Context: an optimization exercise on an open-source flow, tuned for small area, a short achievable clock period and few clock cycles. The choices shown serve that exercise and are no tape-out recipe.
The RTL was checked by simulation tests, not by an equivalence proof against the original design.

<file path="flow/design.v">
module xoodyak_build (
    input  logic         eph1,
    input  logic         reset,
    input  logic         start,
    input  logic [351:0] input_data,
    input  logic [5:0]   opmode,
    output logic [191:0] textout,
    output logic         finished
);
    typedef enum logic [1:0] {ST_IDLE, ST_PREP, ST_ROUND} state_t;
    localparam logic [2:0] OP_IDLE  = 3'd0;
    localparam logic [2:0] OP_INIT  = 3'd1;
    localparam logic [2:0] OP_NONCE = 3'd2;
    localparam logic [2:0] OP_ASSOC = 3'd3;
    localparam logic [2:0] OP_ENC   = 3'd4;
    localparam logic [2:0] OP_DEC   = 3'd5;
    localparam logic [2:0] OP_SQZ   = 3'd6;
    localparam logic [2:0] OP_RAT   = 3'd7;
    state_t         state, state_nxt;
    logic [383:0]   s, s_nxt;
    logic           phase_down, phase_down_nxt;
    logic [3:0]     rnd, rnd_nxt;
    logic [191:0]   textout_nxt;
    logic           finished_nxt;
    logic           capture;
    logic [2:0]     op_q;
    logic           cont_q;
    logic [351:0]   data_q;
    logic [383:0]   s_round;
    logic [191:0]   y;
    logic [191:0]   xy;
    logic [383:0]   absorb_mask;
    logic [7:0]     cu;
    logic [1:0]     unused_opmode;
    assign unused_opmode = opmode[4:3];
    function automatic logic [31:0] rotl(input logic [31:0] v, input int n);
        rotl = (v << n) | (v >> (32 - n));
    endfunction
    function automatic logic [31:0] round_const(input logic [3:0] r);
        logic [31:0] c;
        case (r)
            4'd0:    c = 32'h058;
            4'd1:    c = 32'h038;
            4'd2:    c = 32'h3C0;
            4'd3:    c = 32'h0D0;
            4'd4:    c = 32'h120;
            4'd5:    c = 32'h014;
            4'd6:    c = 32'h060;
            4'd7:    c = 32'h02C;
            4'd8:    c = 32'h380;
            4'd9:    c = 32'h0F0;
            4'd10:   c = 32'h1A0;
            4'd11:   c = 32'h012;
            default: c = 32'h000;
        endcase
        round_const = c;
    endfunction
    function automatic logic [383:0] xoodoo_round(input logic [383:0] s_in,
                                                  input logic [31:0]  rc);
        logic [31:0]  a [3][4];
        logic [31:0]  b [3][4];
        logic [31:0]  p [4];
        logic [31:0]  e [4];
        logic [31:0]  t [4];
        logic [383:0] s_out;
        for (int yy = 0; yy < 3; yy++)
            for (int x = 0; x < 4; x++)
                for (int k = 0; k < 4; k++)
                    a[yy][x][8*k +: 8] = s_in[383 - 8*(16*yy + 4*x + k) -: 8];
        for (int x = 0; x < 4; x++)
            p[x] = a[0][x] ^ a[1][x] ^ a[2][x];
        for (int x = 0; x < 4; x++)
            e[x] = rotl(p[(x + 3) % 4], 5) ^ rotl(p[(x + 3) % 4], 14);
        for (int yy = 0; yy < 3; yy++)
            for (int x = 0; x < 4; x++)
                a[yy][x] = a[yy][x] ^ e[x];
        for (int x = 0; x < 4; x++)
            t[x] = a[1][x];
        for (int x = 0; x < 4; x++) begin
            a[1][x] = t[(x + 3) % 4];
            a[2][x] = rotl(a[2][x], 11);
        end
        a[0][0] = a[0][0] ^ rc;
        for (int yy = 0; yy < 3; yy++)
            for (int x = 0; x < 4; x++)
                b[yy][x] = ~a[(yy + 1) % 3][x] & a[(yy + 2) % 3][x];
        for (int yy = 0; yy < 3; yy++)
            for (int x = 0; x < 4; x++)
                a[yy][x] = a[yy][x] ^ b[yy][x];
        for (int x = 0; x < 4; x++) begin
            a[1][x] = rotl(a[1][x], 1);
            t[x]    = a[2][x];
        end
        for (int x = 0; x < 4; x++)
            a[2][x] = rotl(t[(x + 2) % 4], 8);
        for (int yy = 0; yy < 3; yy++)
            for (int x = 0; x < 4; x++)
                for (int k = 0; k < 4; k++)
                    s_out[383 - 8*(16*yy + 4*x + k) -: 8] = a[yy][x][8*k +: 8];
        xoodoo_round = s_out;
    endfunction
    function automatic logic [383:0] down_mask(input logic [383:0] x,
                                               input int           n,
                                               input logic [7:0]   cd);
        logic [383:0] m;
        m = '0;
        for (int k = 0; k < 48; k++)
            if (k < n)
                m[383 - 8*k -: 8] = x[383 - 8*k -: 8];
        m[383 - 8*n -: 8] = m[383 - 8*n -: 8] ^ 8'h01;
        m[7:0] = m[7:0] ^ cd;
        down_mask = m;
    endfunction
    assign s_round = xoodoo_round(s, round_const(rnd));
    assign y       = s_round[383:192];
    assign xy      = data_q[351:160] ^ y;
    assign absorb_mask = (op_q == OP_NONCE)
                       ? down_mask({data_q[351:224], 256'b0}, 16, 8'h03)
                       : down_mask({data_q, 32'b0}, 44, cont_q ? 8'h00 : 8'h03);
    always_comb begin
        cu = 8'h00;
        case (op_q)
            OP_ENC, OP_DEC: cu = cont_q ? 8'h00 : 8'h80;
            OP_SQZ:         cu = cont_q ? 8'h00 : 8'h40;
            OP_RAT:         cu = 8'h10;
            default:        cu = 8'h00;
        endcase
    end
    always_comb begin
        state_nxt      = state;
        s_nxt          = s;
        phase_down_nxt = phase_down;
        rnd_nxt        = rnd;
        textout_nxt    = textout;
        finished_nxt   = 1'b0;
        capture        = 1'b0;
        case (state)
            ST_IDLE: begin
                if (start && (opmode[2:0] != OP_IDLE)) begin
                    capture   = 1'b1;
                    state_nxt = ST_PREP;
                end
            end
            ST_PREP: begin
                if (op_q == OP_INIT) begin
                    s_nxt          = down_mask({data_q[351:224], 256'b0}, 17, 8'h02);
                    phase_down_nxt = 1'b1;
                    finished_nxt   = 1'b1;
                    state_nxt      = ST_IDLE;
                end else if (((op_q == OP_NONCE) || (op_q == OP_ASSOC)) && !phase_down) begin
                    s_nxt          = s ^ absorb_mask;
                    phase_down_nxt = 1'b1;
                    finished_nxt   = 1'b1;
                    state_nxt      = ST_IDLE;
                end else begin
                    s_nxt     = {s[383:8], s[7:0] ^ cu};
                    rnd_nxt   = 4'd0;
                    state_nxt = ST_ROUND;
                end
            end
            ST_ROUND: begin
                if (rnd != 4'd11) begin
                    s_nxt   = s_round;
                    rnd_nxt = rnd + 4'd1;
                end else begin
                    case (op_q)
                        OP_NONCE, OP_ASSOC: s_nxt = s_round ^ absorb_mask;
                        OP_ENC: begin
                            textout_nxt = xy;
                            s_nxt = s_round ^ down_mask({data_q[351:160], 192'b0}, 24, 8'h00);
                        end
                        OP_DEC: begin
                            textout_nxt = xy;
                            s_nxt = s_round ^ down_mask({xy, 192'b0}, 24, 8'h00);
                        end
                        OP_SQZ: begin
                            textout_nxt = y;
                            s_nxt = s_round ^ down_mask('0, 0, 8'h00);
                        end
                        OP_RAT: s_nxt = s_round ^ down_mask({y[191:64], 256'b0}, 16, 8'h00);
                        default: s_nxt = s_round;
                    endcase
                    rnd_nxt        = 4'd0;
                    phase_down_nxt = 1'b1;
                    finished_nxt   = 1'b1;
                    state_nxt      = ST_IDLE;
                end
            end
            default: state_nxt = ST_IDLE;
        endcase
    end
    always_ff @(posedge eph1 or negedge reset) begin
        if (!reset)
            state <= ST_IDLE;
        else
            state <= state_nxt;
    end
    always_ff @(posedge eph1 or negedge reset) begin
        if (!reset) begin
            s          <= '0;
            phase_down <= 1'b0;
            rnd        <= 4'd0;
            textout    <= '0;
            finished   <= 1'b0;
            op_q       <= OP_IDLE;
            cont_q     <= 1'b0;
            data_q     <= '0;
        end else begin
            s          <= s_nxt;
            phase_down <= phase_down_nxt;
            rnd        <= rnd_nxt;
            textout    <= textout_nxt;
            finished   <= finished_nxt;
            if (capture) begin
                op_q   <= opmode[2:0];
                cont_q <= opmode[5];
                data_q <= input_data;
            end
        end
    end
endmodule
</file>
<file path="flow/config.mk">
export PLATFORM = sky130hd
export DESIGN_NAME = xoodyak_build
export DESIGN_NICKNAME = xoodyak_build
export VERILOG_FILES = /design/flow/design.v
export SDC_FILE = /design/flow/constraint.sdc
export NUM_CORES = 4
export LEC_CHECK = 0
export CAP_MARGIN = 20
export CORE_MARGIN = 2
export CORE_UTILIZATION = 40
export SLEW_MARGIN = 20
</file>
<file path="flow/run.sh">
#!/bin/bash
# synth_recipe.tcl (not shown) runs the flow's synth.tcl, then flattens the netlist and writes it again
# the make line also repeats each setting of config.mk as NAME=value (left out here)
make -C /OpenROAD-flow-scripts/flow DESIGN_CONFIG=/design/flow/config.mk WORK_HOME=/design/flow/orfs CLKGATE_MAP_FILE= SYNTH_SCRIPT=/design/flow/synth_recipe.tcl finish
</file>
<file path="flow/constraint.sdc">
create_clock -name core_clock -period 5.0 [get_ports {eph1}]
set_input_delay 1.0000 -clock core_clock [delete_from_list [all_inputs] [get_ports {eph1}]]
set_output_delay 1.0000 -clock core_clock [all_outputs]
set_load 0.01 [all_outputs]
</file>
==> summary.txt <==
----------------------------------------------------
[Synth]
  Register bit total from synthesis ... 940
  Portion of the post-synthesis area used by sequential elements ... approximately a third
  Summed instance area of the synthesized netlist ... just over 70000 um2
  Area share of the leading cell type in the synthesized netlist ... 32.9%
  Average size of a mapped cell ... between 9 and 10 um2
  Cell types occupying the most area after synthesis ... sky130_fd_sc_hd__dfrtp_1, sky130_fd_sc_hd__xnor3_1, sky130_fd_sc_hd__xor2_1
  Prevailing post-synth register cell ... sky130_fd_sc_hd__dfrtp_1
  Post-synthesis cell type count ... between 70 and 80
  Number of cells produced by synthesis ... roughly 7400
  Synthesis Warnings ... 6
  EDFF count, synth ... 0
  Number of nets produced by synthesis ... around 7700
  Cell types with the highest counts after synthesis ... sky130_fd_sc_hd__nand2_1, sky130_fd_sc_hd__dfrtp_1, sky130_fd_sc_hd__o21ai_0, sky130_fd_sc_hd__a21oi_1, sky130_fd_sc_hd__xor2_1
  Post-synthesis cell type with the largest combined area ... sky130_fd_sc_hd__dfrtp_1
  Async S/R FF share, synth ... 100%
  Top-count cell post-synth ... sky130_fd_sc_hd__nand2_1

[Setup path]
  Required time of the worst setup path ... between 5 and 6 ns
  Worst reg-to-reg path cell count ... 7
  Critical path startpoint category ... flop
  Setup Crit Path Kind ... reg2reg
  Type of element capturing the critical path ... flop
  Top fanout value on the critical path ... 6
  Critical path data arrival time ... 4.51 ns

[Clock network]
  Total CTS buffers ... 113
  Max clock buf depth ... 3
  Clock slew at the register clock pins of the worst setup and hold paths ... around 0.060 ns
  # Post-CTS Setup Buffers ... 0
  Clock tree from TritonCTS ... built
  Library cell used as clock root buffer ... sky130_fd_sc_hd__clkbuf_16
  Number of sinks on the clock net ... 940
  Post-CTS Hold Fix Bufs ... 0
  Count of H-tree levels built during CTS ... 3
  Insertion delay of the later-clocked pin in the worst-skew pair ... ~0.82 ns
  Post-CTS sizing ... 0

[Timing]
  Slew Viols, Final ... 0
  Layout Skew ... just under 0.08 ns
  Final Hold Viols ... 0
  Final total negative setup slack ... 0 ns
  Unrepaired setup endpoints after global routing ... false
  Fmax ... between 0.2 and 0.3 GHz
  Least-Margin Pin Slew ... between 1 and 1.5 ns
  Worst hold slack after final layout ... 0.236 ns
  Endpoints failing setup ... 0
  Post-route fraction of the period consumed by the critical path ... approximately 77%
  Final Worst Setup Slack ... around 1.2 ns
  Min Clock Period, post-route ... roughly 3.8 ns
  Max-slew headroom at the worst pin ... approximately 15%

[Place]
  I/O Buffers ... ~550
  Routability Congestion ... slightly above 1
  DP Worst Slack ... between 1 and 1.5 ns
  Detailed Place HPWL ... 254000 um

[Global route]
  Overflow left after global routing ... 0
  First-pass GRT wire length ... approximately 460000 um
  Aggregate global-route resource usage ... between 30% and 40%
  Pin count of the biggest net entering global routing ... 159
  Initial antenna violation count ... 11
  Via count of the first global-routing pass ... approximately 58000

[Drt]
  Number of iterations in the first detailed-routing pass ... 9
  Detailed-route wire length ... ~340000 um
  Number of DRC markers in iteration 0 ... approximately 9000
  Routed wirelength normalized by instance count ... around 33 um
  Ratio of routed vias to standard cells ... about 6
  Residual antenna-violating net count after detailed routing ... 0
  Post-route DRC violation count ... 0
  Vias after detailed routing ... about 62000

[Layout]
  Layout cell share with drive strength beyond 1 ... between 10% and 20%
  Sequential cell area ... about 24000 um2
  Area growth from synthesis to layout ... 17.7%
  Utilization after layout ... a little under half
  Filler Cell Count ... ~17000
  Area occupied by multi-input gates ... 46200 um2
  Final nets ... about 8100

[Run status]
  Status ... timing/DRC/antenna clean

[Worst hold path]
  Path type of the worst min-delay path ... in2async

[Die]
  Boundary pin count ... 554
  Num rows ... between 150 and 200
  Starting Density ... a little over 40%
  Die Wd ... between 400 and 500 um
  Core ar. ... 178000 um2
  Die height ... ~430 um
  Overall die area ... between 150000 and 200000 um2

[Job]
  Max-capacitance violation count ... 0

----------------------------------------------------
==> per-stage QoR <==
stage	std cells	cell area, um2
after global placement	9940	80200
final	10200	84200
after global routing	10100	84200
after detailed placement	9940	80300
after floorplan	7350	71600
after CTS	10100	84200
==> logic make-up after synthesis <==
family          after synthesis  share of synthesized area (%)
mux                         371                           5.93
fa+ha+maj                    11                          0.192
xor+xnor                   1532                           28.8
flops                       940                           32.9
buf+inv                     554                           2.91
simple gates               1815                           10.8
compound gates             2127                           18.5
==> flip-flops by register name, summed over array words and instances (netlist names) <==
register / flops
s: 384
data_q: 352
textout: 192
rnd: 4
op_q: 3
state: 2
cont_q: 1
finished: 1
phase_down: 1
==> worst paths after layout <==
path | startpoint | endpoint | slack (ns)
max in group asynchronous | reset | textout[78]$_DFFE_PN0P_ | 3.36
setup / recovery | s[329]$_DFFE_PN0P_ | s[70]$_DFFE_PN0P_ | 1.16
min in group core_clock | textout[180]$_DFFE_PN0P_ | textout[180]$_DFFE_PN0P_ | 0.48
hold / removal | reset | textout[1]$_DFFE_PN0P_ | 0.24
hold reg to reg | textout[180]$_DFFE_PN0P_ | textout[180]$_DFFE_PN0P_ | 0.48
setup reg to reg | s[329]$_DFFE_PN0P_ | s[70]$_DFFE_PN0P_ | 1.16
==> layout make-up <==
cell class | instances | share of cell area [%]
Timing Repair Buffer | 740 | 8.82
Inverter | 49 | 0.218
Clock inverter | 62 | 0.980
Tap cell | 2355 | 3.50
Antenna cell | 6 | 0.0178
Multi-Input combinational cell | 5856 | 54.8
Clock buffer | 143 | 3.72
Sequential cell | 940 | 27.9
==> per-layer routing <==
metal | vias up | share of wire, % | track usage (%)
li1 | 26700 | - | -
met1 | 31400 | 40 | 47.8
met2 | 3643 | 44 | 54.2
met3 | 691 | 10 | 8.64
met4 | 2 | 6.1 | 17.8
met5 | - | 0.0042 | 0
==> worst max-delay path, cell delays in order, from the launching register on <==
cell	delay (ns)
sky130_fd_sc_hd__dfrtp_1	0.78
sky130_fd_sc_hd__xnor3_1	0.80
sky130_fd_sc_hd__xnor3_1	0.55
sky130_fd_sc_hd__nor2b_1	0.11
sky130_fd_sc_hd__xnor2_1	0.95
sky130_fd_sc_hd__xor2_1	0.16
sky130_fd_sc_hd__a211oi_1	0.29
sky130_fd_sc_hd__nor2_1	0.06
==> placed cells by master, fill, tap and decap left out, types with 49 or more instances in the layout <==
cell	count
sky130_fd_sc_hd__a22o_1	49
sky130_fd_sc_hd__o22ai_1	144
sky130_fd_sc_hd__o21a_1	66
sky130_fd_sc_hd__o211ai_1	52
sky130_fd_sc_hd__o21ai_0	681
sky130_fd_sc_hd__a222oi_1	80
sky130_fd_sc_hd__xor2_1	536
sky130_fd_sc_hd__a31oi_1	85
sky130_fd_sc_hd__dfrtp_1	940
sky130_fd_sc_hd__nand2b_1	63
sky130_fd_sc_hd__xnor3_1	401
sky130_fd_sc_hd__xnor2_1	478
sky130_fd_sc_hd__mux2_2	359
sky130_fd_sc_hd__nand3b_1	66
sky130_fd_sc_hd__clkdlybuf4s50_1	550
sky130_fd_sc_hd__a21oi_1	590
sky130_fd_sc_hd__xor3_1	69
sky130_fd_sc_hd__nor2b_1	99
sky130_fd_sc_hd__clkbuf_16	115
sky130_fd_sc_hd__buf_4	150
sky130_fd_sc_hd__nand2_1	1064
sky130_fd_sc_hd__nor2_1	393
sky130_fd_sc_hd__a211oi_1	67
sky130_fd_sc_hd__o211a_1	133
Testbench counts, summed over its fixed seeds: cycles 46,026.

## separate check: timing with driven ports
Ports are ideal in the flow. The routed layout listed here was re-timed in OpenROAD.
Step 1 sets driving cells, clkbuf_16 on the clock port and buf_2 on the other inputs (assumed; they add their load-dependent delay and slew).
Step 2, shift: input delay + t, output delay - t, t = (earliest + latest rising clock arrival at the registers) / 2. This alone moves slack from input paths to output paths.
a / b / c = no drivers / after step 1 / after step 2; a / b = the first two.
t (ns): 0.867
setup slack, ns: 1.160 / 1.160 / 1.160
hold slack, ns: 0.236 / 0.199 / 0.477
latest minus earliest clock arrival (ns): 0.078 / 0.079
worst slew at a driven data input, ns: 0.10
After both steps setup and hold are still met in this run. For this run, drivers alone change the setup slack by 0.000 ns; drivers and shift together by 0.000 ns.
